From an optimization exercise on the open Yosys and OpenROAD flow, aimed at small area and a short achievable clock period; shortcuts taken in it are not production practice.
In this exercise RTL edits were held to simulation tests only and were not proved equivalent to the original.

Design crc_unit, start of the top module:
module crc_unit
(
  input  logic                     m,
  input  logic                     reset,
  input  logic                     wr,            
  input  logic                     rd,            
  input  crc_reg_pkg::reg_addr_t   addr,
  input  crc_data_pkg::crc_word_t  wdata,
  output crc_data_pkg::crc_word_t  rdata,
  output logic                     rdata_valid
);
export LEC_CHECK = 0
export CAP_MARGIN = 20
export CORE_MARGIN = 2
export CORE_UTILIZATION = 40
export PLACE_DENSITY = 0.6
export SLEW_MARGIN = 20
export SYNTH_HIERARCHICAL = 1
export SYNTH_MINIMUM_KEEP_SIZE = 0
create_clock -name core_clock -period 15.0 [get_ports {m}]
standard.sh (not shown) runs the stock make flow with config.mk's settings and CLKGATE_MAP_FILE= SYNTH_SCRIPT=/design/flow/synth_recipe.tcl, a recipe that flattens the netlist after the stock synthesis.
==> flow/flow/run.sh <==
#!/bin/bash
# Standard layout, with timing repair aimed well below the clock period so
# that the achieved period shrinks; constraints are left as given.
set -o pipefail
cat standard.sh > standard_copy.log
cat config.mk > config_copy.log
export SETUP_SLACK_MARGIN=7.5
export TNS_END_PERCENT=100
# port buffers: the smallest plain buffer, resized later where timing needs it
export BUFFER_PORTS_ARGS="-buffer_cell sky130_fd_sc_hd__buf_1"
bash standard.sh synth > synth.log 2>&1 || exit 1
bash standard.sh > finish.log 2>&1 || exit 1
Next try:
--- a/flow/flow/run.sh
+++ b/flow/flow/run.sh
@@ -6,4 +6,4 @@
 cat config.mk > config_copy.log
-export SETUP_SLACK_MARGIN=7.5
-export TNS_END_PERCENT=100
+export SETUP_SLACK_MARGIN=10
+export TNS_END_PERCENT=20
 # port buffers: the smallest plain buffer, resized later where timing needs it
=> The new run went through all stages and came out clean; final area rose by 7.6%; area after synthesis stays the same; count of clock-buffer cells in the layout rose by 1; routed wire length rose by about 12%; synthesized cell count stays the same; via count rose by 6.5%; maximum frequency rose by about 2.6%; die area is unchanged.
Next try:
--- a/flow/flow/run.sh
+++ b/flow/flow/run.sh
@@ -6,3 +6,3 @@
 cat config.mk > config_copy.log
-export SETUP_SLACK_MARGIN=10
+export SETUP_SLACK_MARGIN=7
 export TNS_END_PERCENT=20
- The new run completed without violations
- count of clock-buffer cells in the layout goes down by 1
- critical path depth goes down by 3
- die area stays the same
- core utilization goes down by 4.1 points
- setup slack degrades by 0.62 ns
- final cell count goes down by 2.0%
- worst hold slack degrades by 0.024 ns
- non-clock buffer count goes down by 95
- area after synthesis stays the same
Next try:
--- a/flow/flow/run.sh
+++ b/flow/flow/run.sh
@@ -6,3 +6,3 @@
 cat config.mk > config_copy.log
-export SETUP_SLACK_MARGIN=7
+export SETUP_SLACK_MARGIN=8.5
 export TNS_END_PERCENT=20
Core utilization went up by 3.2 points. First-iteration DRC count went up by 24%. Cell count went up by 1.6%. Clock skew went up by 0.0057 ns. Routed wire length went up by 9.1%. Die area is unchanged. Design area went up by 7.8%. Worst setup slack gets better by 0.64 ns. Flip-flop and latch count stays the same. Global-route usage went up by 1.8 points.
Next try:
--- a/flow/flow/run.sh
+++ b/flow/flow/run.sh
@@ -6,3 +6,3 @@
 cat config.mk > config_copy.log
-export SETUP_SLACK_MARGIN=8.5
+export SETUP_SLACK_MARGIN=7.5
 export TNS_END_PERCENT=20
CORE_UTILIZATION = 35   (was 40)
After rerunning: Final area came out lower by 4.0%; utilization is lower by 7.1 points; hold slack loses 0.029 ns.
Next try:
--- a/flow/flow/run.sh
+++ b/flow/flow/run.sh
@@ -6,3 +6,3 @@
 cat config.mk > config_copy.log
-export SETUP_SLACK_MARGIN=7.5
+export SETUP_SLACK_MARGIN=8
 export TNS_END_PERCENT=20
CORE_UTILIZATION = 40   (was 35)
Effect: The new run ran to the end with no violations; worst setup slack gets better by 0.14 ns; clock skew hardly moves; wire length grows by 11%; global-route usage is higher by 5.3 points.


Setup of build 26:
Starting RTL as in the previous note.
Settings: LEC_CHECK=0, CAP_MARGIN=20, CORE_MARGIN=2, CORE_UTILIZATION=40, PLACE_DENSITY=0.6, SLEW_MARGIN=20, SYNTH_HIERARCHICAL=1, SYNTH_MINIMUM_KEEP_SIZE=0; clock period 15.0 ns.
==> flow/flow/run.sh <==
#!/bin/bash
# Standard layout, with timing repair aimed well below the clock period so
# that the achieved period shrinks; constraints are left as given.
set -o pipefail
cat standard.sh > standard_copy.log
cat config.mk > config_copy.log
export SETUP_SLACK_MARGIN=6.5
export TNS_END_PERCENT=20
# port buffers: the smallest plain buffer, resized later where timing needs it
export BUFFER_PORTS_ARGS="-buffer_cell sky130_fd_sc_hd__buf_1"
bash standard.sh synth > synth.log 2>&1 || exit 1
bash standard.sh > finish.log 2>&1 || exit 1
Edits applied to the flow inputs when going from build 26 to build 70:
- PLACE_DENSITY: 0.6 -> 0.65
- CORE_UTILIZATION: 40 -> 50
-- flow/flow/run.sh --
<<< build 26, line 7
export SETUP_SLACK_MARGIN=6.5
>>> build 70, line 7
export SETUP_SLACK_MARGIN=8.5
### Flow results
Routed length on met1: build 70 vs build 26 — no meaningful difference
On met2 usage in global routing: between build 26 and build 70, it ends up lower for build 26.
NOTE non-filler instance count after layout build 26->build 70 decreased slightly
Input changes introduced in build 90 (baseline for comparison: build 70):
- swapping 50 for 40 in CORE_UTILIZATION
- swapping 0.65 for 0.6 in PLACE_DENSITY
-- flow/flow/run.sh --
<<< build 70, line 7
export SETUP_SLACK_MARGIN=8.5
export TNS_END_PERCENT=20
>>> build 90, line 7
export SETUP_SLACK_MARGIN=7.5
export TNS_END_PERCENT=5
## What came out
- Lower number of antenna diodes was reported by build 90, not build 70.
- Note that the detail-routed via count per cell recorded for build 90 amounts to 0.914 times the value seen in build 70.
- Met2 wirelength from detailed routing, build 90 vs build 70: down by a few percent
- Final RePlAce weighted congestion up about 2.6% in build 90 wrt build 70
- | count of buffering cells on the critical path with inverters included | build 90 vs build 70 | 4 higher |

## static timing again, ports no longer ideal
In the flow no input, the clock included, has a driving cell. The finished layouts below were timed again as built, in two steps. Step 1: set_driving_cell puts a clkbuf_16 on m and a buf_2 on each other input, an assumption about the parent block. Step 2 times the ports against the registers' clock, not the clock port: input delays grow and output delays shrink by t, the midpoint of the rising clock arrivals with the driver on. a / b / c = no drivers / after step 1 / after step 2; a / b = the first two.
run	t, ns	setup WS [ns]	worst setup path at the end	clock arrival spread, ns
the first run of note 1	0.440	7.571 / 7.594 / 7.154	input to register	0.012 / 0.012
the second run of note 1	0.456	7.756 / 7.762 / 7.307	input to register	0.026 / 0.027
the third run of note 1	0.443	7.140 / 7.168 / 6.725	input to register	0.011 / 0.011
the fourth run of note 1	0.434	7.783 / 7.801 / 7.366	input to register	0.017 / 0.017
the fifth run of note 1	0.446	7.522 / 7.556 / 7.110	input to register	0.011 / 0.011
the sixth run of note 1	0.443	7.666 / 7.666 / 7.261	input to register	0.014 / 0.013
build 26	0.440	6.639 / 6.669 / 6.229	input to register	0.011 / 0.011
build 70	0.451	7.477 / 7.477 / 7.198	input to register	0.016 / 0.016
build 90	0.440	7.571 / 7.594 / 7.154	input to register	0.012 / 0.012
After both steps setup and hold are still met in every run listed. For the second run of note 1, which loses most, drivers alone change the setup slack by +0.006 ns; drivers and shift together by -0.449 ns.
